Source: an optimization exercise on an open RTL-to-GDS flow (aim: small area, a short achievable clock period and few clock cycles per item). Production flows keep margins and buffers that such runs may drop.
Where RTL was checked, it was by simulation tests only, not by an equivalence proof against the original.
The RTL of runs 1 to 3 was laid out without a check of its function.
No activity file was given, so power comes from the tool's default toggle rates.

--- design/flow/config.mk ---
export PLATFORM = sky130hd
export DESIGN_NAME = recombination_row_generator_core
export DESIGN_NICKNAME = recombination_row_generator_core
export VERILOG_FILES = /design/flow/design.v
export SDC_FILE = /design/flow/constraint.sdc
export NUM_CORES = 4
export LEC_CHECK = 0
export CAP_MARGIN = 20
export CORE_MARGIN = 2
export CORE_UTILIZATION = 40
export SLEW_MARGIN = 20
--- design/flow/constraint.sdc ---
create_clock -name core_clock -period 11.0 [get_ports {clk}]
set_input_delay 2.2000 -clock core_clock [delete_from_list [all_inputs] [get_ports {clk}]]
set_output_delay 2.2000 -clock core_clock [all_outputs]
set_load 0.01 [all_outputs]
--- design/flow/design.v ---
package rrg_pkg;
    localparam int MAX_LOCI  = 6;
    localparam int FRAC_BITS = 16;
    localparam int RATE_REGS = MAX_LOCI - 1;
    localparam int NUM_LEAF  = 1 << (MAX_LOCI - 1);
    localparam int GENO_W    = MAX_LOCI;
    localparam int LOCI_W    = 3;
    localparam int RATE_W    = 16;
    localparam int PROB_W    = FRAC_BITS + 1;
    localparam int LEAF_W    = FRAC_BITS;
    localparam int CFG_IDX_W = 3;
    localparam logic [PROB_W-1:0] PROB_ONE = PROB_W'(1) << FRAC_BITS;
    localparam logic [CFG_IDX_W-1:0] REG_NUM_LOCI   = 3'd0;
    localparam logic [CFG_IDX_W-1:0] REG_RATE_FIRST = 3'd1;
    localparam logic [CFG_IDX_W-1:0] REG_RATE_LAST  = 3'd5;
endpackage
module rrg_ram #(
    parameter int WIDTH = 17,
    parameter int DEPTH = 64
) (
    input  logic                     clk,
    input  logic                     we,
    input  logic [$clog2(DEPTH)-1:0] waddr,
    input  logic [WIDTH-1:0]         wdata,
    input  logic [$clog2(DEPTH)-1:0] raddr,
    output logic [WIDTH-1:0]         rdata
);
    logic [WIDTH-1:0] mem [DEPTH];
    always_ff @(posedge clk)
    begin
        if (we)
        begin
            mem[waddr] <= wdata;
        end
        rdata <= mem[raddr];
    end
endmodule
import rrg_pkg::*;
module recombination_row_generator_core (
    input  logic                          clk,
    input  logic                          rst_n,
    input  logic                          in_valid,
    output logic                          in_stall,
    input  logic [rrg_pkg::GENO_W-1:0]    parent_a,
    input  logic [rrg_pkg::GENO_W-1:0]    parent_b,
    output logic                          out_valid,
    input  logic                          out_stall,
    output logic [rrg_pkg::GENO_W-1:0]    zygote,
    output logic [rrg_pkg::PROB_W-1:0]    probability,
    output logic                          last,
    input  logic                          cfg_valid,
    output logic                          cfg_ready,
    input  logic [rrg_pkg::CFG_IDX_W-1:0] cfg_index,
    input  logic [rrg_pkg::RATE_W-1:0]    cfg_data
);
    logic [LOCI_W-1:0] num_loci_reg;
    logic [RATE_W-1:0] rate_reg [RATE_REGS];
    assign cfg_ready = 1'b1;
    always_ff @(posedge clk or negedge rst_n)
    begin
        if (!rst_n)
        begin
            num_loci_reg <= LOCI_W'(1);
            for (int i = 0; i < RATE_REGS; i++)
            begin
                rate_reg[i] <= '0;
            end
        end
        else if (cfg_valid)
        begin
            if (cfg_index == REG_NUM_LOCI)
            begin
                num_loci_reg <= cfg_data[LOCI_W-1:0];
            end
            else if (cfg_index >= REG_RATE_FIRST && cfg_index <= REG_RATE_LAST)
            begin
                rate_reg[cfg_index - REG_RATE_FIRST] <= cfg_data;
            end
        end
    end
    logic [LOCI_W-1:0] n_used;
    always_comb
    begin
        if (num_loci_reg == '0)
            n_used = LOCI_W'(1);
        else if (num_loci_reg > LOCI_W'(MAX_LOCI))
            n_used = LOCI_W'(MAX_LOCI);
        else
            n_used = num_loci_reg;
    end
    logic [GENO_W-1:0] lmask;
    assign lmask = GENO_W'((GENO_W+1)'(1) << n_used) - GENO_W'(1);
    logic [RATE_W-1:0] reff [RATE_REGS];
    always_comb
    begin
        for (int g = 0; g < RATE_REGS; g++)
        begin
            reff[g] = (LOCI_W'(g + 1) < n_used) ? rate_reg[g] : '0;
        end
    end
    localparam logic [2:0] STEP_G1 = 3'd7;    
    logic              eng_run;
    logic              leaf_ok;
    logic [2:0]        st;           
    logic              i_v;
    logic [2:0]        i_k;          
    logic [PROB_W-1:0] i_p;
    logic [RATE_W-1:0] i_r;
    logic [PROB_W-1:0] i_qa;     
    logic [RATE_W-1:0] i_qb, i_qc;
    logic              m_v;
    logic [2:0]        m_k;
    logic [PROB_W-1:0] m_p;
    logic [RATE_W-1:0] m_r;
    logic [31:0]       m_a, m_b, m_c;
    logic [PROB_W-1:0] m_qa;     
    logic [RATE_W-1:0] m_qb, m_qc;
    logic              n_v;
    logic [2:0]        n_k;
    logic [PROB_W-1:0] n_p;
    logic [RATE_W-1:0] n_cross;
    logic              n_sticky;
    logic [PROB_W-1:0] n_qa;     
    logic [RATE_W-1:0] n_qb, n_qc;
    logic              u_v;
    logic [2:0]        u_k;
    logic [RATE_W-1:0] u_cross;
    logic [PROB_W-1:0] u_nocross;
    logic [PROB_W-1:0] u_qa;     
    logic [RATE_W-1:0] u_qb, u_qc;
    logic [PROB_W-1:0] root_nc;
    always_ff @(posedge clk)
    begin
        root_nc <= PROB_ONE - PROB_W'(reff[0]);
    end
    logic              sp_v;
    logic [RATE_W-1:0] sp_p;
    logic [31:0] pp [16];
    for (genvar i = 0; i < 16; i++)
    begin : g_pp
        assign pp[i] = i_r[i] ? (32'(i_p[RATE_W-1:0]) << i) : 32'd0;
    end
    function automatic logic [63:0] csa(input logic [31:0] a, input logic [31:0] b,
                                        input logic [31:0] c);
        csa = {((a & b) | (a & c) | (b & c)) << 1, a ^ b ^ c};
    endfunction
    logic [31:0] r1 [11];
    logic [31:0] r2 [8];
    logic [31:0] r3 [6];
    logic [31:0] r4 [4];
    logic [31:0] r5 [3];
    assign {r1[1],  r1[0]}  = csa(pp[0],  pp[1],  pp[2]);
    assign {r1[3],  r1[2]}  = csa(pp[3],  pp[4],  pp[5]);
    assign {r1[5],  r1[4]}  = csa(pp[6],  pp[7],  pp[8]);
    assign {r1[7],  r1[6]}  = csa(pp[9],  pp[10], pp[11]);
    assign {r1[9],  r1[8]}  = csa(pp[12], pp[13], pp[14]);
    assign r1[10] = pp[15];
    assign {r2[1],  r2[0]}  = csa(r1[0], r1[1], r1[2]);
    assign {r2[3],  r2[2]}  = csa(r1[3], r1[4], r1[5]);
    assign {r2[5],  r2[4]}  = csa(r1[6], r1[7], r1[8]);
    assign r2[6] = r1[9];
    assign r2[7] = r1[10];
    assign {r3[1],  r3[0]}  = csa(r2[0], r2[1], r2[2]);
    assign {r3[3],  r3[2]}  = csa(r2[3], r2[4], r2[5]);
    assign r3[4] = r2[6];
    assign r3[5] = r2[7];
    assign {r4[1],  r4[0]}  = csa(r3[0], r3[1], r3[2]);
    assign {r4[3],  r4[2]}  = csa(r3[3], r3[4], r3[5]);
    assign {r5[1],  r5[0]}  = csa(r4[0], r4[1], r4[2]);
    assign r5[2] = r4[3];
    logic [31:0]       m_prod;
    logic [31:0]       m_x, m_y;
    assign {m_y, m_x} = csa(m_a, m_b, m_c);
    assign m_prod = m_x + m_y;
    logic [PROB_W-1:0] n_nocross;
    assign n_nocross = n_p - PROB_W'(n_cross) - PROB_W'(n_sticky);
    logic              w_v;
    logic [2:0]        w_k;
    logic [PROB_W-1:0] w_p;
    logic [PROB_W-1:0] w_qa;     
    logic [RATE_W-1:0] w_qb, w_qc;
    logic              w_spawn;
    always_comb
    begin
        w_v     = u_v;
        w_k     = u_k + 3'd1;
        w_p     = u_qa;
        w_qa    = u_qa;
        w_qb    = u_qb;
        w_qc    = u_qc;
        w_spawn = 1'b0;
        if (st == 3'd1 || st == 3'd3)
        begin
            w_v = 1'b1;
            w_k = STEP_G1;
            w_p = (st == 3'd1) ? root_nc : PROB_W'(reff[0]);
        end
        else if (!u_v)
        begin
            w_v = sp_v;
            w_k = 3'd0;
            w_p = PROB_W'(sp_p);
        end
        else
        begin
            case (u_k)
                STEP_G1:
                begin
                    w_spawn = 1'b1;
                    w_p     = u_nocross;
                end
                3'd0:
                begin
                    w_p  = u_nocross;
                    w_qa = PROB_W'(u_cross);
                end
                3'd1:
                begin
                    w_qa = u_nocross;
                    w_qb = u_cross;
                end
                3'd2:
                begin
                    w_qa = PROB_W'(u_qb);
                    w_qb = u_nocross[RATE_W-1:0];
                    w_qc = u_cross;
                end
                3'd3:
                begin
                    w_qa = PROB_W'(u_qb);
                    w_qb = u_qc;
                end
                3'd4:
                begin
                    w_qa = PROB_W'(u_qb);
                end
                3'd5:
                begin
                end
                default:
                begin
                    w_v = 1'b0;
                end
            endcase
        end
    end
    logic [RATE_W-1:0] w_r;
    always_comb
    begin
        case (w_k)
            STEP_G1:      w_r = reff[1];
            3'd0:         w_r = reff[2];
            3'd1, 3'd2:   w_r = reff[3];
            default:      w_r = reff[4];
        endcase
    end
    logic [LEAF_W-2:0] lx [16];
    logic [LEAF_W-2:0] ln [16];
    logic              l0_top;
    logic [3:0]        ring_ph;
    logic              ev_first;
    logic              leaf_ev;
    logic eng_restart;
    logic eng_done;
    logic leaf_ok_nx;
    assign eng_restart = cfg_valid;
    assign eng_done    = eng_run && st == 3'd5 && !i_v && !m_v && !n_v && !u_v && !sp_v;
    assign leaf_ok_nx  = !eng_restart && (leaf_ok || eng_done);
    always_ff @(posedge clk or negedge rst_n)
    begin
        if (!rst_n)
        begin
            eng_run  <= 1'b1;
            leaf_ok  <= 1'b0;
            st       <= 3'd0;
            i_v      <= 1'b0;
            m_v      <= 1'b0;
            n_v      <= 1'b0;
            u_v      <= 1'b0;
            sp_v     <= 1'b0;
            leaf_ev  <= 1'b0;
            ev_first <= 1'b1;
        end
        else if (eng_restart)
        begin
            eng_run  <= 1'b1;
            leaf_ok  <= 1'b0;
            st       <= 3'd0;
            i_v      <= 1'b0;
            m_v      <= 1'b0;
            n_v      <= 1'b0;
            u_v      <= 1'b0;
            sp_v     <= 1'b0;
            leaf_ev  <= 1'b0;
            ev_first <= 1'b1;
        end
        else
        begin
            leaf_ev <= n_v && (n_k >= 3'd3) && (n_k <= 3'd6);
            if (leaf_ev)
                ev_first <= 1'b0;
            if (st != 3'd5)
                st <= st + 3'd1;
            i_v <= w_v;
            m_v <= i_v;
            n_v <= m_v;
            u_v <= n_v;
            if (w_spawn)
                sp_v <= 1'b1;
            else if (!u_v && st == 3'd5)
                sp_v <= 1'b0;
            if (eng_done)
            begin
                eng_run <= 1'b0;
                leaf_ok <= 1'b1;
            end
        end
    end
    always_ff @(posedge clk)
    begin
        i_k  <= w_k;
        i_p  <= w_p;
        i_r  <= w_r;
        i_qa <= w_qa;
        i_qb <= w_qb;
        i_qc <= w_qc;
        m_k  <= i_k;
        m_p  <= i_p;
        m_r  <= i_r;
        m_a  <= r5[0];
        m_b  <= r5[1];
        m_c  <= r5[2];
        m_qa <= i_qa;
        m_qb <= i_qb;
        m_qc <= i_qc;
        n_k      <= m_k;
        n_p      <= m_p;
        n_cross  <= m_p[RATE_W] ? m_r : m_prod[31:16];
        n_sticky <= |m_prod[15:0];
        n_qa     <= m_qa;
        n_qb     <= m_qb;
        n_qc     <= m_qc;
        u_k       <= n_k;
        u_cross   <= n_cross;
        u_nocross <= n_nocross;
        u_qa      <= n_qa;
        u_qb      <= n_qb;
        u_qc      <= n_qc;
        if (w_spawn)
            sp_p <= u_cross;
        for (int i = 15; i > 0; i--)
        begin
            lx[i] <= lx[i-1];
            ln[i] <= ln[i-1];
        end
        if (leaf_ev)
        begin
            lx[0] <= u_cross[RATE_W-1:1];
            ln[0] <= u_nocross[LEAF_W-1:1];
        end
        else
        begin
            lx[0] <= lx[15];
            ln[0] <= ln[15];
        end
        ring_ph <= (leaf_ev && ev_first) ? 4'd0 : ring_ph + 4'd1;
        if (eng_restart)
            l0_top <= 1'b0;
        else if (leaf_ev && u_nocross[PROB_W-1])
            l0_top <= 1'b1;
    end
    logic              pb_valid;
    logic [GENO_W-1:0] pb_a, pb_d, pb_zf;
    logic              cu_valid;
    logic [GENO_W-1:0] cu_a, cu_d, cu_zf;
    logic [GENO_W-1:0] z_reg;
    logic              s_valid;
    logic [31:0]       s_sel;
    logic              s_zero;
    logic              s_dbl;
    logic [GENO_W-1:0] s_zyg;
    logic              s_last;
    logic              t_valid;
    logic [LEAF_W-1:0] t_sum [4];
    logic              t_zero;
    logic              t_dbl;
    logic [GENO_W-1:0] t_zyg;
    logic              t_last;
    logic              out_valid_reg;
    logic [GENO_W-1:0] zygote_reg;
    logic [PROB_W-1:0] prob_reg;
    logic              last_reg;
    logic              in_take;
    logic              adv;
    logic              fire;
    logic              z_last;
    logic              cu_load;
    logic [GENO_W-1:0] in_a, in_d, in_zf;
    logic              in_stall_q;
    logic              pb_valid_nx;
    assign in_stall = in_stall_q;
    assign in_take  = in_valid & ~in_stall_q;
    assign in_a     = parent_a & lmask;
    assign in_d     = (parent_a ^ parent_b) & lmask;
    assign in_zf    = lmask;
    assign adv      = ~out_valid_reg | ~out_stall;
    assign fire     = cu_valid & adv;
    assign z_last   = (z_reg == cu_zf);
    assign cu_load  = ~cu_valid | (fire & z_last);
    always_comb
    begin
        if (in_take && !cu_load)
            pb_valid_nx = 1'b1;
        else if (cu_load)
            pb_valid_nx = 1'b0;
        else
            pb_valid_nx = pb_valid;
    end
    always_ff @(posedge clk or negedge rst_n)
    begin
        if (!rst_n)
        begin
            pb_valid      <= 1'b0;
            in_stall_q    <= 1'b1;
            cu_valid      <= 1'b0;
            s_valid       <= 1'b0;
            t_valid       <= 1'b0;
            out_valid_reg <= 1'b0;
        end
        else
        begin
            if (cu_load)
                cu_valid <= pb_valid | in_take;
            pb_valid   <= pb_valid_nx;
            in_stall_q <= pb_valid_nx | ~leaf_ok_nx;
            if (adv)
            begin
                s_valid       <= cu_valid;
                t_valid       <= s_valid;
                out_valid_reg <= t_valid;
            end
        end
    end
    always_ff @(posedge clk)
    begin
        if (in_take && !cu_load)
        begin
            pb_a  <= in_a;
            pb_d  <= in_d;
            pb_zf <= in_zf;
        end
        if (cu_load)
        begin
            cu_a  <= pb_valid ? pb_a  : in_a;
            cu_d  <= pb_valid ? pb_d  : in_d;
            cu_zf <= pb_valid ? pb_zf : in_zf;
            z_reg <= '0;
        end
        else if (fire)
        begin
            z_reg <= z_reg + GENO_W'(1);
        end
    end
    function automatic logic [GENO_W-1:0] mask_of_leaf(input logic [4:0] c);
        logic [GENO_W-1:0] m;
        m = '0;
        m[4] = c[0];
        m[3] = c[0] ^ c[1];
        m[2] = c[0] ^ c[1] ^ c[2];
        m[1] = c[0] ^ c[1] ^ c[2] ^ c[3];
        m[0] = c[0] ^ c[1] ^ c[2] ^ c[3] ^ c[4];
        mask_of_leaf = m;
    endfunction
    function automatic logic [4:0] leaf_of_entry(input int j);
        int k;
        k = j / 2;
        leaf_of_entry = 5'(((k >> 1) & 1) * 16 + (k & 1) * 8 + ((k >> 3) & 1) * 4
                           + ((k >> 2) & 1) * 2 + (j % 2));
    endfunction
    logic [GENO_W-1:0] x;
    logic [31:0]       sel;       
    logic [31:0]       sel_rev;   
    logic [31:0]       sel_ph;    
    logic [3:0]        ph_next;
    assign x       = z_reg ^ cu_a;
    assign ph_next = ring_ph + 4'd1;
    for (genvar j = 0; j < 32; j++)
    begin : g_sel
        logic [GENO_W-1:0] u;
        assign u      = (x ^ mask_of_leaf(leaf_of_entry(j))) & cu_d;
        assign sel[j] = (u == '0) || (u == cu_d);
    end
    for (genvar q = 0; q < 16; q++)
    begin : g_rev
        assign sel_rev[2*q +: 2] = sel[2*((16 - q) % 16) +: 2];
    end
    assign sel_ph = 32'({sel_rev, sel_rev} << (2 * ph_next) >> 32);
    logic s_c0;    
    always_ff @(posedge clk)
    begin
        if (fire)
        begin
            s_sel  <= sel_ph;
            s_c0   <= sel[0];
            s_zero <= ((x & ~cu_d) != '0);
            s_dbl  <= (cu_d == '0);
            s_zyg  <= z_reg;
            s_last <= z_last;
        end
        else
        begin
            s_sel  <= {s_sel[29:0], s_sel[31:30]};
        end
    end
    logic [LEAF_W-1:0] term [32];
    for (genvar i = 0; i < 16; i++)
    begin : g_term
        if (i == 0)
        begin : g_top
            assign term[2*i] = {s_c0 & l0_top, s_sel[2*i+1] ? lx[i] : 15'd0};
        end
        else
        begin : g_rest
            assign term[2*i] = s_sel[2*i+1] ? LEAF_W'(lx[i]) : '0;
        end
        assign term[2*i+1] = s_sel[2*i] ? LEAF_W'(ln[i]) : '0;
    end
    function automatic logic [31:0] csa16(input logic [15:0] a, input logic [15:0] b,
                                          input logic [15:0] c);
        csa16 = {((a & b) | (a & c) | (b & c)) << 1, a ^ b ^ c};
    endfunction
    function automatic logic [31:0] red16(input logic [255:0] t);
        logic [15:0] a [16];
        logic [15:0] b [11];
        logic [15:0] c [8];
        logic [15:0] d [6];
        logic [15:0] e [4];
        logic [15:0] f [3];
        logic [15:0] g [2];
        for (int i = 0; i < 16; i++)
            a[i] = t[16*i +: 16];
        {b[1], b[0]} = csa16(a[0],  a[1],  a[2]);
        {b[3], b[2]} = csa16(a[3],  a[4],  a[5]);
        {b[5], b[4]} = csa16(a[6],  a[7],  a[8]);
        {b[7], b[6]} = csa16(a[9],  a[10], a[11]);
        {b[9], b[8]} = csa16(a[12], a[13], a[14]);
        b[10] = a[15];
        {c[1], c[0]} = csa16(b[0], b[1], b[2]);
        {c[3], c[2]} = csa16(b[3], b[4], b[5]);
        {c[5], c[4]} = csa16(b[6], b[7], b[8]);
        c[6] = b[9];
        c[7] = b[10];
        {d[1], d[0]} = csa16(c[0], c[1], c[2]);
        {d[3], d[2]} = csa16(c[3], c[4], c[5]);
        d[4] = c[6];
        d[5] = c[7];
        {e[1], e[0]} = csa16(d[0], d[1], d[2]);
        {e[3], e[2]} = csa16(d[3], d[4], d[5]);
        {f[1], f[0]} = csa16(e[0], e[1], e[2]);
        f[2] = e[3];
        {g[1], g[0]} = csa16(f[0], f[1], f[2]);
        red16 = {g[1], g[0]};
    endfunction
    logic [255:0] grp [2];
    for (genvar i = 0; i < 16; i++)
    begin : g_grp
        assign grp[0][16*i +: 16] = term[i];
        assign grp[1][16*i +: 16] = term[16 + i];
    end
    logic [31:0] rows [2];
    assign rows[0] = red16(grp[0]);
    assign rows[1] = red16(grp[1]);
    always_ff @(posedge clk)
    begin
        if (adv && s_valid)
        begin
            t_sum[0] <= rows[0][15:0];
            t_sum[1] <= rows[0][31:16];
            t_sum[2] <= rows[1][15:0];
            t_sum[3] <= rows[1][31:16];
            t_zero <= s_zero;
            t_dbl  <= s_dbl;
            t_zyg  <= s_zyg;
            t_last <= s_last;
        end
    end
    logic [LEAF_W-1:0] sum;
    logic [PROB_W-1:0] prob_calc;
    logic [15:0] o_a, o_b, o_c, o_d;
    assign {o_b, o_a} = csa16(t_sum[0], t_sum[1], t_sum[2]);
    assign {o_d, o_c} = csa16(o_a, o_b, t_sum[3]);
    assign sum = o_c + o_d;
    always_comb
    begin
        if (t_zero)
            prob_calc = '0;
        else if (t_dbl)
            prob_calc = {sum, 1'b0};
        else
            prob_calc = {1'b0, sum};
    end
    always_ff @(posedge clk)
    begin
        if (adv && t_valid)
        begin
            zygote_reg <= t_zyg;
            prob_reg   <= prob_calc;
            last_reg   <= t_last;
        end
    end
    assign out_valid   = out_valid_reg;
    assign zygote      = zygote_reg;
    assign probability = prob_reg;
    assign last        = last_reg;
endmodule
--- design/flow/flow/run.sh ---
#!/bin/bash
# Standard layout with a larger setup repair margin, full log kept here.
bash standard.sh SETUP_SLACK_MARGIN=7 finish > standard.log 2>&1
--- design/flow/standard.sh ---
#!/bin/bash
# synth_recipe.tcl (not shown) runs the flow's synth.tcl, then flattens the netlist and writes it again
# the make line also repeats each setting of config.mk as NAME=value (left out here)
make -C /OpenROAD-flow-scripts/flow DESIGN_CONFIG=/design/flow/config.mk WORK_HOME=/design/flow/orfs CLKGATE_MAP_FILE= SYNTH_SCRIPT=/design/flow/synth_recipe.tcl "${@:-finish}"
==> key figures, run 1 <==
Layout
  – Non-filler cells, final: ~6600
  – Nets: around 5500
  – Fillcell total: roughly 12000
  – Ratio of cells with drive above 1 in the final layout: about 15%
  – Area Overhead vs Synth: 15.4%

Synth
  – Yosys top cell area share: about a third
  – Main area contributors after synthesis: dfxtp_1 (34%), fa_1 (23%), edfxtp_1 (8.4%), dfrtp_1 (4.4%), and2_1 (4.2%)
  – Most frequent cell after synthesis: dfxtp_1
  – Synthesized netlist cell count: around 4500
  – Leading area contributor after synthesis: dfxtp_1
  – Ys flop type: dfxtp_1
  – Top post-synthesis cells by count: dfxtp_1 (953), fa_1 (626), nand2_1 (555), inv_1 (428), and2_1 (374)
  – Syn Std Cell Area: 0.0555 mm^2
  – Yosys warning total: 29
  – Ys async rst share: around 8.4%
  – Unique masters post-synth: 77
  – Average size of a mapped cell: 12.2 um^2
  – Number of flops mapped to enable cells by yosys: roughly 160
  – Flops & latches, synth: ~1200
  – Sequential share of the synthesized area: about 47%

Detailed routing
  – # DRC: 0
  – Router iterations before antenna repair: 6
  – Routed Wire Length: approximately 130000 um
  – ANT nets after route: 0
  – Total number of vias: ~33000
  – Vias per cell: a little under 5
  – 1st-iter DRT viols: roughly 2000
  – Avg WL per Cell: ~19 um

Setup path
  – Crit. End Element: flip-flop
  – Crit start category: flip-flop
  – Critical path arrival: approximately 4600 ps
  – Critical path's largest stage delay: between 500 and 600 ps
  – Worst EP required: about 11000 ps
  – CP Class: reg2reg
  – Worst path slowest cell: fa_1
  – CP most frequent cell: fa_1
  – Worst-path cell chain: buf_12, and2_4, fa_1, inv_2, fa_1, fa_1, fa_1, fa_1, inv_2, fa_1
  – Worst Path Max Fanout: 6

Pwr
  – Power share of the sequential group: a little under two fifths
  – Combinational Power Share: between 30 and 40%
  – Pwr per Cell Area: 261 mW/mm^2
  – Lkg Pwr: roughly 25 nW
  – Max IR drop VDD: 0.183 mV
  – NetSw: about 0.006 W
  – Pint: around 0.011 W
  – Switching share of total power: between 30% and 40%
  – Total power: 0.0167 W
  – Clock power share: a little over a quarter

Flow run
  – Max-cap violations: 0

Place
  – Dpl ws: about 6000 ps
  – Post-DP HPWL: around 90000 um
  – Placed Cells: 6242
  – Routability Congestion: 0.864
  – IO buf count: 61

GRT
  – Met1 GRT Util: about a quarter
  – Vias in the first global route: roughly 35000
  – Global-route met3 utilization: under 10%
  – Top Usage Layer GRT: met2
  – Overflow after GRT: 0
  – Total GRT Usage: a little under a fifth
  – First-pass GRT wire length: a little under 200000 um
  – Initial antenna violation count: 13
  – Routing usage on met2: between 30% and 40%
  – Largest net degree at the start of global routing: 73

STA
  – Maximum operating frequency: between 200 and 250 MHz
  – Slew Viols, Final: 0
  – Setup-failing EPs final: 0
  – Setup ws final: roughly 7000 ps
  – Worst Hold Slack: approximately 310 ps
  – Minimum clock period: ~4100 ps
  – Slew headroom: a little over a quarter
  – RSZ-0062 raised after global routing: yes
  – Final TNS setup: 0 ps
  – Hold Vio Cnt, Final: 0
  – Least-Margin Pin Slew: between 1000 and 1500 ps
  – Clock Skews: between 20 and 30 ps
  – Period utilisation layout: 37.1%

CTS
  – CTS tree: done
  – Max Buffers Root-to-Sink: 3
  – Worst-Skew Late Latency: 750 ps
  – Post-CTS Hold Buffers: 0
  – CTS Sinks: about 1200
  – Clock buffer count from CTS: 132
  – H-tree Lvls: 4
  – Root Driver: clkbuf_16
  – Clock slew at reported path FFs: around 60 ps

Die
  – Width of the die: roughly 380 um
  – Core area: 0.137 mm^2
  – Die height: ~380 um
  – I/O Pins: 63
  – Die area: 0.142 mm^2
  – # rows: 136
  – Initial Util: between 40% and 50%

Hold path
  – Hold Path Class: reg2reg

Status
  – Run status: complete, no violations
==> critical path, delay by kind of cell, from the launching register on <==
| family | cells | cell delay (ps) |
|---|---|---|
| buffers and inverters | 3 | 230 |
| and+or+nand+nor | 1 | 140 |
| adders and majority gates | 6 | 3060 |
| DFF | 1 | 360 |
==> metal layers <==
metal | share of wire (%) | vias up
met2 | 48 | 713
met5 | 0 | -
met3 | 5.3 | 193
met1 | 44 | 16700
li1 | - | 15000
met4 | 2.5 | 0
==> cell families after synthesis <==
group	count (synthesis)	share of synthesized area (%)
AOI/OAI and AO/OA	422	5.32
xor gates and xnor gates	114	1.83
adders and majority gates	778	26.0
buffers and inverters	603	4.16
DFF	1209	47.3
muxes	221	5.04
other	1	0.00676
and+or+nand+nor	1189	10.3
==> stage by stage <==
stage | instance area (um^2) | util (%)
after floorplan | 55500 | -
after global placement | 57900 | 42.1
after detailed placement | 57900 | 42.1
after CTS | 63200 | 45.9
after global routing | 64000 | 46.5
final | 64000 | 46.6
==> layout by cell type, fill, tap and decap left out, types with 16 or more instances in the layout <==
cell type and instances:
a222oi_1 32, and2_1 333, nor2_1 128, edfxtp_1 155, dfrtp_1 96, mux2i_1 47, nand2_1 547, fa_1 564
xnor2_1 70, a311oi_1 17, buf_4 56, inv_1 400, ha_1 152, o21ai_0 76, clkinv_2 16, dfxtp_1 915
dfxtp_4 30, clkdlybuf4s50_1 59, xor2_1 38, a22oi_1 100, nand3_1 20, a21oi_1 79, clkbuf_8 19, nor3_1 23
inv_2 29, mux2_2 142, and2_4 40, clkbuf_1 34, clkbuf_16 136, buf_12 36, fa_2 62, a31oi_1 22
mux4_2 31
==> cell type report <==
type                    count  area [um^2]  share of cell area [%]
repair buffers            176         2050                    3.21
multi-input cells        2726        27300                    42.7
clock buffers             190         3790                    5.93
diodes                      8         20.0                  0.0313
clock inverters            51          591                   0.923
well taps                1794         2240                    3.51
inverters                 429         1610                    2.52
flip-flops and latches   1209        26400                    41.2
==> power groups by stage <==
stage | Clock, W | Combinational [W] | Sequential, W
floorplan | 0 | 0.00418 | 0.00578
global route | 0.00469 | 0.00678 | 0.00630
global placement | 0 | 0.00523 | 0.00645
detailed placement | 0 | 0.00530 | 0.00648
finish | 0.00441 | 0.00612 | 0.00621
CTS | 0.00450 | 0.00576 | 0.00629
==> path summary, 6_finish.rpt <==
| check | startpoint | end | slack, ps | depth (start not counted) |
|---|---|---|---|---|
| worst min-delay path | i_qb[7] | m_qb[7] | 310 | 0 |
| worst max-delay path | s_sel[5] | t_sum[0][5] | 6920 | 10 |
| worst max register to register | s_sel[5] | t_sum[0][5] | 6920 | 10 |
| max in group asynchronous | rst_n | rate_reg[3][13] | 8370 | 2 |
| worst min register to register | i_qb[7] | m_qb[7] | 310 | 0 |
| min in group asynchronous | rst_n | cu_valid | 1380 | 1 |
==> repair_timing <==
item | in CTS | in global routing
endpoints found under the setup margin | 111 | 77
cloned | 0 | 0
buffers inserted | 57 | 34
resized for setup | 108 | 146
pin swaps | 55 | 104
==> run 2, diff against run 1 <==
==> design/flow/flow/run.sh (replaced) <==
#!/bin/bash
# Standard layout with a larger setup repair margin, full log kept here.
bash standard.sh SETUP_SLACK_MARGIN=7.5 finish > standard.log 2>&1
==> run 2 against run 1 <==
Clock skew rose by 18 ps. Utilization rose by 0.69 points. Synthesized area did not move. Clock power barely moved. Register-to-register slack improved by 60 ps. Critical path type unchanged. Largest cell class unchanged.
==> key figures, run 2 <==
Place
  – Placed Area: between 0.05 and 0.06 mm^2
  – Placed Cells: 6241
  – Post-DP HPWL: around 90000 um
  – Routability Congestion: about 0.84
  – IO buf count: roughly 60

GRT
  – Largest net degree at the start of global routing: 63
  – Vias in the first global route: 35000
  – Total GRT Usage: a little under a fifth
  – First-pass GRT wire length: approximately 200000 um
  – Initial antenna violation count: 11
  – Overflow after GRT: 0

Setup path
  – CP most frequent cell: fa_1
  – Critical path arrival: 4510 ps
  – Critical path's largest stage delay: ~600 ps
  – Worst path slowest cell: fa_2
  – Crit start category: flip-flop
  – CP Class: reg2reg
  – Worst EP required: roughly 11000 ps
  – Crit. End Element: flip-flop
  – Worst-path cell chain: buf_12, and2_1, fa_1, inv_1, fa_1, fa_1, fa_2, fa_1, inv_1, fa_2
  – Worst Path Max Fanout: 8
  – Reg-to-reg slack, setup: about 7000 ps

STA
  – Period utilisation layout: between 30 and 40%
  – Setup-failing EPs final: 0
  – Least-Margin Pin Slew: 1060 ps
  – Slew headroom: about 29%
  – RSZ-0062 raised after global routing: yes
  – Hold Vio Cnt, Final: 0
  – Minimum clock period: 4020 ps
  – Clock Skews: 47.6 ps
  – Maximum operating frequency: approximately 250 MHz
  – Slew Viols, Final: 0
  – Final TNS setup: 0 ps

Detailed routing
  – # DRC: 0
  – Avg WL per Cell: 19.5 um
  – Total number of vias: 32700
  – Vias per cell: 4.93
  – Router iterations before antenna repair: 5
  – Routed Wire Length: ~130000 um
  – 1st-iter DRT viols: ~2400
  – ANT nets after route: 0

CTS
  – Root Driver: clkbuf_16
  – Max Buffers Root-to-Sink: 3
  – Clock buffer count from CTS: approximately 130
  – Post-CTS Hold Buffers: 0
  – CTS Sinks: 1209
  – CTS tree: done
  – Clock slew at reported path FFs: around 60 ps
  – H-tree Lvls: 4
  – Worst-Skew Late Latency: around 760 ps

Synth
  – Average size of a mapped cell: roughly 12 um^2
  – Synth Area in Compound Gates: roughly 5.3%
  – Sequential share of the synthesized area: between 40% and 50%
  – Yosys top cell area share: between 30% and 40%
  – Flops & latches, synth: 1209
  – Main area contributors after synthesis: dfxtp_1 (34%), fa_1 (23%), edfxtp_1 (8.4%), dfrtp_1 (4.4%), and2_1 (4.2%)
  – Synth Area in Simple Gates: 10.3%
  – Ys flop type: dfxtp_1
  – Yosys warning total: 29
  – Largest family of logic cells by synthesized area: adder cells
  – Xor and xnor area share after synthesis: between 1.5 and 2%
  – Unique masters post-synth: 77
  – Fraction of synthesized area in multiplexers: 5.04%
  – Top post-synthesis cells by count: dfxtp_1 (953), fa_1 (626), nand2_1 (555), inv_1 (428), and2_1 (374)
  – Syn Std Cell Area: between 0.05 and 0.06 mm^2
  – Synthesized netlist cell count: 4537
  – Most frequent cell after synthesis: dfxtp_1
  – Number of flops mapped to enable cells by yosys: between 150 and 200
  – Synth Area in Adders: 26.0%
  – Leading area contributor after synthesis: dfxtp_1
  – Ys async rst share: between 8 and 9%

Layout
  – Non-filler cells, final: ~6600
  – Design Area, Final: between 0.06 and 0.07 mm^2
  – Commonest non-fill, non-tap cell in the layout: dfxtp_1
  – Most frequent cells in the layout: dfxtp_1 (893), fa_1 (542), nand2_1 (530)
  – Final design utilization: 47.3%
  – Nets: between 5000 and 6000
  – Area Overhead vs Synth: 17.1%
  – Ratio of cells with drive above 1 in the final layout: between 10% and 20%

Flow run
  – Max-cap violations: 0

Status
  – Run status: complete, no violations

Die
  – I/O Pins: 63
  – Width of the die: ~380 um
  – Initial Util: 40.4%
  – Die height: roughly 380 um
  – Core area: between 0.1 and 0.15 mm^2
  – # rows: 136
  – Die area: between 0.1 and 0.15 mm^2

Pwr
  – Max IR drop VDD: roughly 0.3 mV
  – Lkg Pwr: approximately 26 nW
  – Pwr per Cell Area: about 270 mW/mm^2

Hold path
  – Hold Path Class: reg2reg
## run 2: cell counts after synthesis
Identical to the previous run, type by type.
## run 2: cell families (layout without fill, tap and decap cells)
kind of cell / after synthesis / in the layout
AO/OA/AOI/OAI: 422 / 422
adder cells (fa/ha/maj): 778 / 778
multiplexers: 221 / 221
XOR/XNOR: 114 / 114
other: 1 / 7
buffers and inverters: 603 / 893
flip-flops: 1209 / 1209
AND/OR/NAND/NOR: 1189 / 1189
## run 2: layout make-up
cell class	count	area, um^2
Fill cell	12200	72500
Multi-Input combinational cell	2726	27900
Sequential cell	1209	26500
Clock buffer	189	3800
Timing Repair Buffer	223	2420
Tap cell	1794	2240
Inverter	429	1610
Clock inverter	52	513
Antenna cell	5	12.5
## run 2: per-layer routing
layer	global-route usage, %	vias to the layer above	share of wire (%)
met4	5.22	0	2.5
li1	-	15100	-
met5	0	-	0
met2	30.7	703	48
met3	2.94	186	4.6
met1	24.9	16700	45
## run 2: critical path: cells and delay by family, from the launching register on
family | cells | cell delay, ps
adder cells (fa/ha/maj) | 6 | 2970
flip-flops | 1 | 360
buffers and inverters | 3 | 280
AND/OR/NAND/NOR | 1 | 150
## run 2: final timing paths
| path | from | endpoint | depth (start not counted) |
|---|---|---|---|
| worst max-delay path | s_sel[4] | t_sum[0][4] | 10 |
| worst min-delay path | ln[10][1] | ln[11][1] | 0 |
| worst max register to register | s_sel[4] | t_sum[0][4] | 10 |
| worst min register to register | ln[10][1] | ln[11][1] | 0 |
| max in group asynchronous | rst_n | rate_reg[0][10] | 2 |
| min in group asynchronous | rst_n | pb_valid | 1 |
## run 2: what timing repair did
action / in CTS / in global routing
setup endpoints to repair: 260 / 226
setup buffers: 82 / 56
resized for setup: 288 / 102
pin swaps: 70 / 99
cloned: 2 / 0
## run 2: per-stage QoR
| step | power [W] | hold slack, ps | setup slack (ps) |
|---|---|---|---|
| floorplan | 0.0101 | 310 | 7110 |
| global placement | 0.0119 | 310 | 6040 |
| detailed placement | 0.0120 | 312 | 6030 |
| CTS | 0.0170 | 319 | 6970 |
| global route | 0.0183 | 326 | 6900 |
| finish | 0.0173 | 318 | 6980 |
## run 2: power breakdown
part,switching [W],total (W),internal (W)
Combinational,0.00376,0.00670,0.00294
Sequential,0.000818,0.00622,0.00541
Clock,0.00182,0.00438,0.00256
==> run 3, diff against run 2 <==
==> design/flow/flow/run.sh (replaced) <==
#!/bin/bash
# Standard layout without the adder cell map, with a larger setup repair
# margin; full log kept here.
bash standard.sh ADDER_MAP_FILE= SETUP_SLACK_MARGIN=7 finish > standard.log 2>&1
==> run 3 against run 2 <==
Clock power rose by 3%. Worst setup slack improved by 77 ps. Fmax grew 2.0%. Synthesized cell count up 35%. Critical path depth increased by 5. Highest routed layer unchanged. Die area up 6.6%. Critical path type unchanged. Total power shrank 4.5%. Sequential power shrank 3%. Still clean on timing, DRC and antenna. Register-to-register slack improved by 80 ps. Clock skew about the same.
==> key figures, run 3 <==
Setup path
  – Critical path arrival: roughly 4400 ps
  – Reg2reg end: prob_reg[13]
  – Crit. End Element: flip-flop
  – Crit start category: flip-flop
  – Crit path from: t_sum[0][3]
  – CP Class: reg2reg
  – R2R cell count: 15
  – Worst Path Max Fanout: 6
  – Crit path to: prob_reg[13]
  – Reg-to-reg slack, setup: about 7000 ps
  – Worst EP required: 11480 ps
  – Reg2reg start: t_sum[0][3]

Synth
  – Average size of a mapped cell: 9.67 um^2
  – Unique masters post-synth: between 70 and 80
  – Yosys warning total: 29
  – Most frequent cell after synthesis: nand2_1
  – Leading area contributor after synthesis: dfxtp_1
  – Sequential share of the synthesized area: approximately 44%
  – Top post-synthesis cells by count: nand2_1 (1124), xnor2_1 (973), dfxtp_1 (953), maj3_1 (441), xor2_1 (389)
  – Ys flop type: dfxtp_1
  – Flops & latches, synth: between 1000 and 1500
  – Yosys top cell area share: about a third
  – Syn Std Cell Area: around 0.06 mm^2
  – Ys async rst share: 8.35%
  – Synthesized netlist cell count: 6120
  – Number of flops mapped to enable cells by yosys: ~160
  – Main area contributors after synthesis: dfxtp_1 (32%), xnor2_1 (14%), edfxtp_1 (7.9%), maj3_1 (7.5%), nand2_1 (7.1%)

Layout
  – Fillcell total: about 14000
  – Area of the multi-input gates: between 0.03 and 0.04 mm^2
  – Seq. cell area: between 0.02 and 0.03 mm^2
  – Ratio of cells with drive above 1 in the final layout: about a tenth
  – Nets: 6198
  – Commonest non-fill, non-tap cell in the layout: nand2_1
  – Non-filler cells, final: roughly 8200
  – Area Overhead vs Synth: 13.0%
  – Most frequent cells in the layout: nand2_1 (1123), xnor2_1 (972), dfxtp_1 (926)

Pwr
  – Pint: between 0.01 and 0.015 W
  – NetSw: 0.00599 W
  – Max IR drop VDD: between 0.15 and 0.2 mV
  – Pwr per Cell Area: roughly 250 mW/mm^2
  – Combinational Power Share: between 30% and 40%
  – Switching share of total power: between 30% and 40%
  – Clock power share: between 20% and 30%
  – Power share of the sequential group: 36.5%
  – Lkg Pwr: between 20 and 25 nW

Detailed routing
  – Router iterations before antenna repair: 5
  – Wl on met1: ~64000 um
  – # DRC: 0
  – Total number of vias: approximately 41000
  – DR top layer: met4
  – Met2 wire len: approximately 63000 um
  – Routed Wire Length: 134000 um
  – Detailed-routed wire length on met3: 4350 um
  – Avg WL per Cell: between 15 and 20 um
  – ANT nets after route: 0
  – Vias per cell: 4.94
  – 1st-iter DRT viols: roughly 1700

Die
  – Width of the die: about 390 um
  – I/O Pins: between 60 and 70
  – Die area: about 0.15 mm^2
  – # rows: 141
  – Core area: 0.147 mm^2
  – Initial Util: 40.2%
  – Die height: just under 400 um

GRT
  – Total GRT Usage: around 18%
  – First-pass GRT wire length: between 200000 and 250000 um
  – Initial antenna violation count: 11
  – Largest net degree at the start of global routing: 80
  – Overflow after GRT: 0
  – Vias in the first global route: 39800

Place
  – Routability Congestion: 0.832
  – Placed Cells: 7935
  – Post-DP HPWL: approximately 100000 um
  – IO buf count: just over 60

CTS
  – Worst-Skew Late Latency: 770 ps
  – CTS Sinks: about 1200
  – H-tree Lvls: 4
  – CTS tree: done
  – Clock buffer count from CTS: 133
  – Clock slew at reported path FFs: 60 ps
  – Root Driver: clkbuf_16
  – Post-CTS Hold Buffers: 0
  – Max Buffers Root-to-Sink: 3

STA
  – Clock Skews: between 40 and 50 ps
  – Final TNS setup: 0 ps
  – Hold Vio Cnt, Final: 0
  – Slew headroom: 23.9%
  – Minimum clock period: 3940 ps
  – Period utilisation layout: 35.8%
  – Least-Margin Pin Slew: between 1000 and 1500 ps
  – Setup-failing EPs final: 0
  – Slew Viols, Final: 0
  – Maximum operating frequency: between 200 and 300 MHz
  – RSZ-0062 raised after global routing: yes

Hold path
  – Hold path depth: 0
  – Hold Path Class: reg2reg

Flow run
  – Max-cap violations: 0

Status
  – Run status: complete, no violations
-- run 3: cell types whose count changed after synthesis, sizes merged, moves of 83 or more --
cell,change
a22oi,-83
and2,-311
fa,-626
ha,-152
inv,-293
maj3,+446
mux2i,+89
nand2,+569
nor2,+181
o21ai,+146
xnor2,+899
xor2,+349
-- run 3: metal layers --
layer,vias up,track usage [%]
met3,198,2.41
met1,19300,23.4
met2,558,30.1
li1,20500,-
met5,-,0
met4,0,4.76
-- run 3: cell families (layout without fill, tap and decap cells) --
kind of cell / Yosys count / count (layout) / share of synthesized area (%)
AND/OR/NAND/NOR: 1743 / 1743 / 12.3
XOR/XNOR: 1379 / 1379 / 20.8
flip-flops: 1209 / 1209 / 44.4
AO/OA/AOI/OAI: 646 / 646 / 6.72
adder cells (fa/ha/maj): 446 / 446 / 7.55
buffers and inverters: 369 / 521 / 2.35
multiplexers: 327 / 327 / 5.93
other: 1 / 4 / 0.00634
-- run 3: final cells by class --
class	instances	area share, %
multi-input cells	4543	47.7
diodes	2	0.00748
well taps	1930	3.61
repair buffers	139	1.79
clock inverters	59	0.989
inverters	136	0.763
clock buffers	187	5.77
flip-flops and latches	1209	39.3
-- run 3: what timing repair did --
action | CTS | global route
resized for setup | 40 | 46
endpoints found under the setup margin | 32 | 80
setup buffers | 9 | 12
pin swaps | 6 | 33
-- run 3: power by group through the flow --
| stage | registers, W | logic (W) | clock network, W |
|---|---|---|---|
| floorplan | 0.00560 | 0.00461 | 0 |
| global placement | 0.00610 | 0.00552 | 0 |
| detailed placement | 0.00612 | 0.00562 | 0 |
| CTS | 0.00604 | 0.00580 | 0.00464 |
| global route | 0.00613 | 0.00659 | 0.00483 |
| finish | 0.00604 | 0.00597 | 0.00452 |
-- run 3: worst min path at each step --
| stage | from | end |
|---|---|---|
| 2_1_floorplan | i_k[0] | m_k[0] |
| 3_3_place_gp | m_qb[12] | n_qb[12] |
| 3_5_place_dp | i_qa[0] | m_qa[0] |
| 4_1_cts | n_qc[12] | u_qc[12] |
| 5_1_grt | n_qc[12] | u_qc[12] |
| 6_report | n_qc[12] | u_qc[12] |
-- run 3: metrics by stage --
step | instance area, um^2 | total power (W) | util [%] | hold WS [ps] | worst slack, ps
final | 66900 | 0.0165 | 45.4 | 297 | 7060
after global routing | 66900 | 0.0175 | 45.4 | 313 | 6830
after CTS | 66600 | 0.0165 | 45.2 | 299 | 6990
after detailed placement | 61900 | 0.0117 | 42.0 | 312 | 6100
after global placement | 61900 | 0.0116 | 42.0 | 310 | 6120
after floorplan | 59200 | 0.0102 | - | 310 | 7010
-- run 3: worst max-delay path, cell delays in order (launching register included) --
cell,delay [ps]
edfxtp_1,410
xnor3_1,390
xnor3_1,390
a21boi_4,180
a21boi_2,220
a31oi_4,120
a2111oi_4,320
buf_4,200
a2111oi_4,50
nor3_4,310
o21ai_2,140
a22o_1,310
a2111oi_4,300
xnor2_1,130
mux2i_1,140
nor2_1,50
==> run 4, diff against run 3 <==
--- a/design/flow/design.v
+++ b/design/flow/design.v
@@ -265,3 +265,39 @@
     logic leaf_ok_nx;
-    assign eng_restart = cfg_valid;
+    logic [4:1] gap_used;
+    logic [4:1] gap_now;
+    always_comb
+    begin
+        gap_now = '0;
+        if (w_v)
+        begin
+            case (w_k)
+                STEP_G1:    gap_now[1] = 1'b1;
+                3'd0:       gap_now[2] = 1'b1;
+                3'd1, 3'd2: gap_now[3] = 1'b1;
+                default:    gap_now[4] = 1'b1;
+            endcase
+        end
+    end
+    logic [4:1] gap_hit;
+    assign gap_hit = gap_used | gap_now;
+    always_comb
+    begin
+        case (cfg_index)
+            3'd0, 3'd1: eng_restart = cfg_valid;
+            3'd2:       eng_restart = cfg_valid & gap_hit[1];
+            3'd3:       eng_restart = cfg_valid & gap_hit[2];
+            3'd4:       eng_restart = cfg_valid & gap_hit[3];
+            3'd5:       eng_restart = cfg_valid & gap_hit[4];
+            default:    eng_restart = 1'b0;
+        endcase
+    end
+    always_ff @(posedge clk or negedge rst_n)
+    begin
+        if (!rst_n)
+            gap_used <= '0;
+        else if (eng_restart)
+            gap_used <= '0;
+        else
+            gap_used <= gap_hit;
+    end
     assign eng_done    = eng_run && st == 3'd5 && !i_v && !m_v && !n_v && !u_v && !sp_v;
@@ -378,3 +414,2 @@
     logic [31:0]       s_sel;
-    logic              s_zero;
     logic              s_dbl;
@@ -384,3 +419,2 @@
     logic [LEAF_W-1:0] t_sum [4];
-    logic              t_zero;
     logic              t_dbl;
@@ -394,2 +428,4 @@
     logic              adv;
+    logic              go;
+    logic              s_ld;
     logic              fire;
@@ -406,3 +442,5 @@
     assign adv      = ~out_valid_reg | ~out_stall;
-    assign fire     = cu_valid & adv;
+    assign go       = adv & (leaf_ok | eng_done);
+    assign s_ld     = (go | ~s_valid) & ~ev_first;
+    assign fire     = cu_valid & s_ld;
     assign z_last   = (z_reg == cu_zf);
@@ -434,6 +472,7 @@
             pb_valid   <= pb_valid_nx;
-            in_stall_q <= pb_valid_nx | ~leaf_ok_nx;
-            if (adv)
-            begin
+            in_stall_q <= pb_valid_nx;
+            if (s_ld)
                 s_valid       <= cu_valid;
+            if (go)
+            begin
                 t_valid       <= s_valid;
@@ -484,3 +523,5 @@
     logic [3:0]        ph_next;
+    logic              x_out;
     assign x       = z_reg ^ cu_a;
+    assign x_out   = ((x & ~cu_d) != '0);
     assign ph_next = ring_ph + 4'd1;
@@ -502,5 +543,4 @@
         begin
-            s_sel  <= sel_ph;
-            s_c0   <= sel[0];
-            s_zero <= ((x & ~cu_d) != '0);
+            s_sel  <= x_out ? '0 : sel_ph;
+            s_c0   <= sel[0] & ~x_out;
             s_dbl  <= (cu_d == '0);
@@ -574,3 +614,3 @@
     begin
-        if (adv && s_valid)
+        if (go && s_valid)
         begin
@@ -580,3 +620,2 @@
             t_sum[3] <= rows[1][31:16];
-            t_zero <= s_zero;
             t_dbl  <= s_dbl;
@@ -594,5 +633,3 @@
     begin
-        if (t_zero)
-            prob_calc = '0;
-        else if (t_dbl)
+        if (t_dbl)
             prob_calc = {sum, 1'b0};
@@ -603,3 +640,3 @@
     begin
-        if (adv && t_valid)
+        if (go && t_valid)
         begin
==> design/flow/flow/run.sh (replaced) <==
#!/bin/bash
# Standard layout at higher utilisation with a larger setup repair margin;
# full log kept here.
bash standard.sh CORE_UTILIZATION=60 SETUP_SLACK_MARGIN=7 finish > standard.log 2>&1
==> run 4 against run 3 <==
Sequential power increased by about 20%. Clock skew decreased by 20 ps. Clock power fell by 5.1%. Global-route usage up 9.9 points. Combinational power up 17%. First-iteration DRC count up 43%. Design area is 4.5% lower. Worst setup slack worse by 210 ps. Flip-flop and latch count is 2 higher. Clock-buffer cell count is 21 lower. Utilization is 23 points higher. Die area decreased by 37%. Critical endpoint is now t_sum[2][2].
==> key figures, run 4 <==
Hold path
  – Hold Startpoint: n_qb[7]
  – Hold Path Class: reg2reg
  – Worst-case hold path end point: u_qb[7]
  – Hold path depth: 0

Detailed routing
  – Avg WL per Cell: between 20 and 25 um
  – Vias per cell: approximately 5.4
  – ANT nets after route: 0
  – 1st-iter DRT viols: 2495
  – # DRC: 0
  – Router iterations before antenna repair: 6
  – Routed Wire Length: 132000 um
  – Total number of vias: approximately 34000

CTS
  – Clock buffer count from CTS: roughly 120
  – Root Driver: clkbuf_16
  – Clock slew at reported path FFs: ~60 ps
  – H-tree Lvls: 3
  – Max Buffers Root-to-Sink: 3
  – CTS Sinks: 1211
  – Worst-Skew Late Latency: between 700 and 800 ps
  – CTS tree: done

GRT
  – Initial antenna violation count: 5
  – Vias in the first global route: 34400
  – First-pass GRT wire length: between 150000 and 200000 um
  – Overflow after GRT: 0
  – Total GRT Usage: between 20 and 30%
  – Largest net degree at the start of global routing: 68

Die
  – Die area: between 0.09 and 0.1 mm^2
  – # rows: 112
  – Width of the die: slightly above 300 um
  – I/O Pins: 63
  – Die height: around 310 um
  – Core area: slightly above 0.09 mm^2
  – Initial Util: 60.3%

Place
  – Placed Cells: just under 6000
  – Routability Congestion: approximately 0.84
  – Placed Area: 0.0579 mm^2
  – Post-DP HPWL: around 91000 um
  – IO buf count: 61

STA
  – RSZ-0062 raised after global routing: yes
  – Final TNS setup: 0 ps
  – Worst Hold Slack: 317 ps
  – Slew headroom: between 20% and 30%
  – Clock Skews: ~28 ps
  – Minimum clock period: a little over 4000 ps
  – Least-Margin Pin Slew: 1160 ps
  – Setup-failing EPs final: 0
  – Hold Vio Cnt, Final: 0
  – Slew Viols, Final: 0
  – Maximum operating frequency: 241 MHz
  – Period utilisation layout: about 38%

Layout
  – Non-filler cells, final: 6165
  – Area Overhead vs Synth: 14.0%
  – Design Area, Final: ~0.064 mm^2
  – Commonest non-fill, non-tap cell in the layout: dfxtp_1
  – Area of the multi-input gates: about 0.028 mm^2
  – Fillcell total: just under 7000
  – Most frequent cells in the layout: dfxtp_1 (921), fa_1 (559), nand2_1 (460)
  – Seq. cell area: ~0.026 mm^2
  – Nets: 5618
  – Ratio of cells with drive above 1 in the final layout: approximately 15%

Synth
  – Yosys top cell area share: 34.1%
  – Yosys warning total: 29
  – Number of flops mapped to enable cells by yosys: about 150
  – Leading area contributor after synthesis: dfxtp_1
  – Syn Std Cell Area: 0.0560 mm^2
  – Most frequent cell after synthesis: dfxtp_1
  – Synthesized netlist cell count: 4641
  – Sequential share of the synthesized area: ~47%
  – Average size of a mapped cell: 12.1 um^2
  – Flops & latches, synth: about 1200
  – Main area contributors after synthesis: dfxtp_1 (34%), fa_1 (22%), edfxtp_1 (8.2%), and2_1 (5.0%), dfrtp_1 (4.5%)
  – Top post-synthesis cells by count: dfxtp_1 (953), fa_1 (626), inv_1 (470), nand2_1 (467), and2_1 (449)
  – Unique masters post-synth: between 80 and 90
  – Ys flop type: dfxtp_1
  – Ys async rst share: under 10%

Setup path
  – Crit start category: flip-flop
  – Critical path's largest stage delay: 580 ps
  – Worst-path cell chain: buf_12, buf_4, buf_4, buf_4, nand2_1, fa_2, fa_2, fa_2, fa_2, fa_2, fa_1, inv_1
  – CP Class: reg2reg
  – Reg-to-reg slack, setup: between 6000 and 7000 ps
  – Worst path slowest cell: fa_2
  – Worst Path Max Fanout: 5
  – CP most frequent cell: fa_2
  – Worst EP required: around 11000 ps
  – R2R cell count: 12
  – Reg2reg end: t_sum[2][2]
  – Reg2reg start: s_sel[17]
  – Critical path arrival: about 4600 ps
  – Crit. End Element: flip-flop

Pwr
  – Pwr per Cell Area: between 200 and 300 mW/mm^2
  – Pint: 0.0115 W
  – Combinational Power Share: a little under two fifths
  – NetSw: around 0.007 W
  – Clock power share: 23.2%
  – Power share of the sequential group: around two fifths
  – Switching share of total power: between 30 and 40%
  – Total power: roughly 0.018 W
  – Max IR drop VDD: 0.172 mV
  – Lkg Pwr: 25.6 nW

Flow run
  – Max-cap violations: 0

Status
  – Run status: complete, no violations
==> run 4: changes by cell type after synthesis, moves of 183 or more <==
cell / before / now
fa_1: 0 / 626
nand2_1: 1124 / 467
nor2_1: 313 / 130
inv_1: 136 / 470
maj3_1: 441 / 0
and2_1: 61 / 449
xnor2_1: 973 / 71
xor2_1: 389 / 47
==> run 4: routing by layer <==
layer | global-route usage, % | vias to the layer above | share of wire (%)
met5 | 0 | - | 0
met4 | 8.47 | 0 | 3.2
met3 | 3.44 | 198 | 4.9
met2 | 45.3 | 824 | 49
met1 | 38.5 | 17100 | 43
li1 | - | 15400 | -
==> run 4: kinds of logic (layout without fill, tap and decap cells) <==
group,after synthesis,after routing,synth area share (%)
AND/OR/NAND/NOR,1171,1171,10.4
flip-flops,1211,1211,47.0
AO/OA/AOI/OAI,523,523,6.35
XOR/XNOR,121,121,1.93
multiplexers,195,195,4.27
adder cells (fa/ha/maj),778,778,25.8
other,1,4,0.00669
buffers and inverters,641,908,4.34
==> run 4: cell type report <==
cell class	count	area share (%)
multi-input combinational	2790	43.4
sequential	1211	41.3
clock buffer	166	5.58
timing repair buffer	210	3.42
inverter	472	2.77
tap	1254	2.46
clock inverter	60	1.02
antenna	2	0.00783
==> run 4: metrics by stage <==
step                worst slack [ps]  utilization, %
CTS                             6890            67.4
floorplan                       7000               -
detailed placement              6130            62.3
global placement                6190            62.3
global route                    6790            68.8
finish                          6850            68.8
==> run 4: power groups by stage <==
stage / Sequential, W / Combinational, W / Clock [W]
floorplan: 0.00654 / 0.00481 / 0
global placement: 0.00731 / 0.00627 / 0
detailed placement: 0.00734 / 0.00637 / 0
CTS: 0.00726 / 0.00659 / 0.00436
global route: 0.00739 / 0.00789 / 0.00455
finish: 0.00724 / 0.00697 / 0.00429
==> run 4: worst max-delay path, delay by kind of cell, from the launching register on <==
family / cells / cell delay [ps]
simple gates: 1 / 60
buf+inv: 5 / 540
flops: 1 / 430
fa+ha+maj: 6 / 2890
==> run 4: what timing repair did <==
item / 4_1_cts / 5_1_grt
pin swaps: 34 / 134
endpoints found under the setup margin: 114 / 85
resized for setup: 80 / 204
gates cloned: 0 / 4
hold buffers: 0 / 0
buffers inserted: 38 / 66
==> run 4: worst max-delay path by stage <==
stage / startpoint / endpoint / slack [ps] / depth (start not counted)
floorplan: cfg_index[1] / rate_reg[2][10] / 7000 / 8
global placement: cfg_index[1] / rate_reg[1][10] / 6190 / 6
detailed placement: cfg_index[1] / rate_reg[1][10] / 6130 / 6
CTS: s_sel[31] / t_sum[2][15] / 6890 / 13
global route: s_sel[17] / t_sum[2][8] / 6790 / 10
finish: s_sel[17] / t_sum[2][2] / 6850 / 12
Testbench counts of run 4, summed over its fixed seeds: cycles 12,880, pairs 240.
==> run 5, diff against run 4 <==
==> design/flow/flow/run.sh (replaced) <==
#!/bin/bash
# Standard layout with ABC's area script and a larger setup repair margin;
# full log kept here.
bash standard.sh ABC_AREA=1 SETUP_SLACK_MARGIN=7 finish > standard.log 2>&1
==> run 5 against run 4 <==
Still clean. Non-clock buffer count is 6 higher. Utilization is 22 points lower. Total power up 6.5%. Synthesized cell count grew 26%. Final cell count up 29%. Synthesized area grew 2.0%. Flip-flop and latch count did not move.
==> key figures, run 5 <==
Die
  – Initial Util: about 40%
  – Die area: 0.146 mm^2
  – Core area: roughly 0.14 mm^2
  – # rows: 138
  – Width of the die: approximately 380 um
  – Die height: 382 um
  – I/O Pins: 63

GRT
  – Overflow after GRT: 0
  – Initial antenna violation count: 3
  – Vias in the first global route: approximately 40000
  – First-pass GRT wire length: around 220000 um
  – Largest net degree at the start of global routing: 59
  – Total GRT Usage: ~20%

CTS
  – CTS Sinks: between 1000 and 1500
  – Max Buffers Root-to-Sink: 3
  – H-tree Lvls: 3
  – Worst-Skew Late Latency: ~760 ps
  – CTS tree: done
  – Root Driver: clkbuf_16
  – Clock slew at reported path FFs: about 70 ps
  – Clock buffer count from CTS: roughly 120
  – Post-CTS Hold Buffers: 0

Place
  – Placed Cells: around 7600
  – Post-DP HPWL: about 100000 um
  – IO buf count: 61
  – Dpl ws: around 6200 ps
  – Routability Congestion: ~0.90

Synth
  – Ys async rst share: between 8 and 9%
  – Most frequent cell after synthesis: nand2_1
  – Leading area contributor after synthesis: dfxtp_1
  – Yosys top cell area share: between 30% and 40%
  – Syn Std Cell Area: between 0.05 and 0.06 mm^2
  – Flops & latches, synth: 1211
  – Yosys warning total: 29
  – Average size of a mapped cell: roughly 9.8 um^2
  – Unique masters post-synth: 55
  – Synthesized netlist cell count: roughly 6000
  – Ys flop type: dfxtp_1
  – Main area contributors after synthesis: dfxtp_1 (33%), fa_1 (22%), nand2_1 (9.5%), edfxtp_1 (8.0%), inv_1 (7.2%)
  – Number of flops mapped to enable cells by yosys: 153
  – Sequential share of the synthesized area: between 40 and 50%
  – Top post-synthesis cells by count: nand2_1 (1442), inv_1 (1093), dfxtp_1 (953), fa_1 (626), nand3_1 (309)

Layout
  – Nets: approximately 6800
  – Non-filler cells, final: 7951
  – Fillcell total: 13100
  – # diodes: 0
  – Ratio of cells with drive above 1 in the final layout: 10.4%
  – Commonest non-fill, non-tap cell in the layout: nand2_1
  – Area Overhead vs Synth: 15.2%
  – Most frequent cells in the layout: nand2_1 (1404), inv_1 (1047), dfxtp_1 (920)

Flow run
  – Max-cap violations: 0

Detailed routing
  – DR top layer: met4
  – Detailed-routed wire length on met3: 6810 um
  – 1st-iter DRT viols: roughly 2600
  – Wl on met1: 60700 um
  – Vias per cell: 4.76
  – Avg WL per Cell: 18.3 um
  – Total number of vias: roughly 38000
  – # DRC: 0
  – Router iterations before antenna repair: 6
  – ANT nets after route: 0
  – Met2 wire len: 71300 um
  – Routed Wire Length: about 150000 um

Setup path
  – CP Class: reg2reg
  – Worst Path Max Fanout: 16
  – Crit. End Element: flip-flop
  – Crit start category: flip-flop
  – Critical path arrival: 4630 ps
  – Worst EP required: roughly 11000 ps

STA
  – Slew headroom: between 10% and 20%
  – Least-Margin Pin Slew: roughly 1200 ps
  – Clock Skews: approximately 67 ps
  – Setup-failing EPs final: 0
  – Setup ws final: 6850 ps
  – Worst Hold Slack: between 300 and 400 ps
  – RSZ-0062 raised after global routing: yes
  – Hold Vio Cnt, Final: 0
  – Slew Viols, Final: 0
  – Minimum clock period: just over 4000 ps
  – Period utilisation layout: about 38%
  – Maximum operating frequency: about 240 MHz
  – Final TNS setup: 0 ps

Pwr
  – Lkg Pwr: 30.5 nW
  – Pwr per Cell Area: 299 mW/mm^2
  – Max IR drop VDD: between 0.15 and 0.2 mV

Hold path
  – Hold Path Class: reg2reg

Status
  – Run status: complete, no violations
run 5: cell types whose count changed in the layout (fill, tap and decap cells not counted), moves of 122 or more:
cell     previous run  this run
o21ai_0            87       209
nand3_1            18       305
mux2_2            151         5
and2_1            413         0
inv_1             445      1047
nand2_1           460      1404
run 5: layout make-up:
cell class / count / area, um^2 / share of cell area (%)
multi-input cells: 3303 / 26200 / 39.8
well taps: 1890 / 2360 / 3.59
repair buffers: 216 / 2460 / 3.73
flip-flops and latches: 1211 / 26400 / 40.1
clock inverters: 62 / 779 / 1.18
clock buffers: 163 / 3450 / 5.24
inverters: 1106 / 4150 / 6.31
run 5: final timing paths:
path | slack [ps] | startpoint | to | cells past startpoint
min in group asynchronous | 1470 | rst_n | rate_reg[2][10] | 1
min | 310 | ln[7][4] | ln[8][4] | 0
max in group asynchronous | 8260 | rst_n | leaf_ev | 2
max reg2reg | 6850 | s_sel[9] | t_sum[0][14] | 13
max | 6850 | s_sel[9] | t_sum[0][14] | 13
min reg2reg | 310 | ln[7][4] | ln[8][4] | 0
run 5: where the power goes:
part	total, W	internal (W)	switching [W]
registers	0.00760	0.00630	0.00130
clock network	0.00432	0.00250	0.00182
logic	0.00776	0.00297	0.00479
run 5: stage by stage:
stage	instance area, um^2	total power [W]	util, %
3_5_place_dp	59600	0.0146	42.1
3_3_place_gp	59600	0.0145	42.1
5_1_grt	65800	0.0211	46.4
2_1_floorplan	57300	0.0121	-
6_report	65800	0.0197	46.4
4_1_cts	64900	0.0194	45.7
run 5: kinds of logic after synthesis:
| family | after synthesis | share of synthesized area, % |
|---|---|---|
| AND/OR/NAND/NOR | 1976 | 14.0 |
| buffers and inverters | 1336 | 8.84 |
| flip-flops | 1211 | 46.0 |
| adder cells (fa/ha/maj) | 778 | 25.2 |
| AO/OA/AOI/OAI | 456 | 4.50 |
| XOR/XNOR | 84 | 1.29 |
| multiplexers | 7 | 0.134 |
| other | 1 | 0.00656 |
run 5: critical path, cell delays in order (launching register included):
cell and delay [ps]:
dfxtp_1 330, buf_12 160, nand2_1 70, inv_1 50
fa_1 540, inv_1 50, fa_1 470, fa_1 550
inv_1 60, fa_1 530, inv_1 50, fa_2 520
inv_1 50, fa_1 430
run 5: routing by layer:
layer / GRT usage (%) / vias up
met5: 0 / -
met4: 7.97 / 0
met3: 2.83 / 294
met2: 34.3 / 947
met1: 25.0 / 18700
li1: - / 17900
run 5: repair_timing:
action	CTS	global route
pin swaps	62	107
resized for setup	121	188
setup buffers	70	36
cloned	0	8
setup endpoints to repair	62	98
==> run 6, diff against run 5 <==
==> design/flow/flow/run.sh (replaced) <==
#!/bin/bash
# Standard layout with a larger setup repair margin, full log kept here.
bash standard.sh SETUP_SLACK_MARGIN=7.5 finish > standard.log 2>&1
==> run 6 against run 5 <==
Utilization rose by 0.67 points. Total power shrank 4.5%. Routed wire length is 12% lower. Sequential power fell by 5.0%. Flip-flop and latch count unchanged. Still clean on timing, DRC and antenna. Sequential share of layout area grew 0.32 points. Worst setup slack gained 50 ps.
==> key figures, run 6 <==
Status
  – Run status: complete, no violations

Setup path
  – Worst path slowest cell: fa_1
  – Worst EP required: between 10000 and 15000 ps
  – Critical path's largest stage delay: ~570 ps
  – Crit. End Element: flip-flop
  – Bufs and invs on worst path: 3
  – Crit path max-delay family: adder cells

Layout
  – Commonest non-fill, non-tap cell in the layout: dfxtp_1
  – Most frequent cells in the layout: dfxtp_1 (897), fa_1 (576), inv_1 (444)
  – Non-filler cells, final: ~6800

GRT
  – Total GRT Usage: 18.2%
  – Vias in the first global route: roughly 35000
  – Largest net degree at the start of global routing: 88
  – First-pass GRT wire length: ~200000 um

Pwr
  – Pint: between 0.01 and 0.015 W
  – Switching share of total power: between 30 and 40%
  – Power share of the sequential group: around two fifths
  – Clock power share: between 20% and 30%
  – Pwr per Cell Area: roughly 290 mW/mm^2

Synth
  – Synth Area in Simple Gates: between 10% and 20%
  – Yosys warning total: 29
  – Number of flops mapped to enable cells by yosys: approximately 150
  – Sequential share of the synthesized area: between 40% and 50%
  – Synth Area in Adders: roughly 26%
  – Yosys top cell area share: about a third
  – Flops & latches, synth: roughly 1200
  – Leading area contributor after synthesis: dfxtp_1
  – Main area contributors after synthesis: dfxtp_1 (34%), fa_1 (22%), edfxtp_1 (8.2%), and2_1 (5.0%), dfrtp_1 (4.5%)
  – Synth Area in Compound Gates: 6.35%

STA
  – Setup-failing EPs final: 0
  – Minimum clock period: approximately 4000 ps
  – Slew headroom: between 20% and 30%
  – Final TNS setup: 0 ps
  – Setup ws final: a little under 7000 ps

CTS
  – Clock slew at reported path FFs: ~70 ps
  – Max Buffers Root-to-Sink: 3
  – H-tree Lvls: 3
  – Worst-Skew Late Latency: about 760 ps

Detailed routing
  – Avg WL per Cell: ~19 um
  – Wl on met1: 58900 um
  – DR top layer: met4
  – Vias per cell: 4.91
  – Routed Wire Length: approximately 130000 um
  – Met2 wire len: 59700 um

Die
  – I/O Pins: 63
  – Initial Util: around 40%

Hold path
  – Hold path depth: 0

Place
  – Placed Cells: roughly 6400
  – Post-DP HPWL: between 80000 and 90000 um
-- run 6: cell count changes after synthesis, moves of 38 or more --
| cell | previous run | this run |
|---|---|---|
| clkbuf_1 | 202 | 144 |
| inv_1 | 1093 | 470 |
| o22ai_1 | 2 | 57 |
| nand3_1 | 309 | 18 |
| and2_1 | 0 | 449 |
| xnor2_1 | 33 | 71 |
| o21ai_0 | 211 | 90 |
| mux2_2 | 5 | 151 |
| nand2_1 | 1442 | 467 |
-- run 6: cells by family after synthesis --
logic type | count (synthesis)
flip-flops | 1211
multiplexers | 195
adder cells (fa/ha/maj) | 778
AO/OA/AOI/OAI | 523
other | 1
buffers and inverters | 641
AND/OR/NAND/NOR | 1171
XOR/XNOR | 121
-- run 6: worst max path at each step --
stage	startpoint	slack (ps)	to	cells past startpoint
CTS	s_sel[25]	6920	t_sum[2][2]	9
global route	s_sel[11]	6820	t_sum[0][15]	14
floorplan	s_sel[31]	7180	t_sum[2][14]	11
finish	s_sel[4]	6900	t_sum[0][5]	10
global placement	cfg_index[1]	6110	rate_reg[1][10]	6
detailed placement	cfg_index[1]	6110	rate_reg[1][9]	6
-- run 6: final cells by class --
| class | instances | share of cell area (%) |
|---|---|---|
| sequential | 1211 | 40.4 |
| antenna | 4 | 0.0153 |
| timing repair buffer | 233 | 3.52 |
| clock buffer | 167 | 5.37 |
| inverter | 472 | 2.71 |
| clock inverter | 59 | 1.21 |
| multi-input combinational | 2794 | 43.2 |
| tap | 1876 | 3.58 |
-- run 6: worst reg2reg max path, cell delays in order (launching register included) --
cell and delay (ps):
dfxtp_4 420, buf_12 180, and2_4 150, fa_1 540
inv_2 40, fa_1 550, fa_1 460, fa_1 570
fa_1 410, inv_1 90, fa_2 440
-- run 6: stage by stage --
step	total power (W)	hold WS, ps
after global routing	0.0202	281
after CTS	0.0186	278
after detailed placement	0.0137	312
final	0.0188	281
after global placement	0.0136	310
after floorplan	0.0115	310
-- run 6: per-layer routing --
| layer | up-vias | track usage, % |
|---|---|---|
| met5 | - | 0 |
| met4 | 0 | 6.03 |
| met3 | 196 | 2.47 |
| met2 | 713 | 29.1 |
| met1 | 17100 | 25.5 |
| li1 | 15500 | - |
-- run 6: what timing repair did --
action	4_1_cts	5_1_grt
pin swaps	61	42
setup endpoints to repair	275	182
buffers inserted	94	45
endpoints found under the hold margin	0	0
gates cloned	0	5
resized for setup	257	130
-- run 6: power groups by stage --
stage                     Clock (W)  Sequential, W  Combinational (W)
after floorplan                   0        0.00656            0.00495
after global placement            0        0.00740            0.00622
after detailed placement          0        0.00743            0.00630
after CTS                   0.00445        0.00730            0.00684
after global routing        0.00463        0.00738            0.00822
final                       0.00435        0.00722            0.00723

Setup slack of run 6, layout unchanged: 6.898 ns with ideal ports, 6.898 ns with driving cells assumed (clock clkbuf_16, inputs buf_2), 6.891 ns with port delays also shifted by the 0.786 ns mid clock arrival.
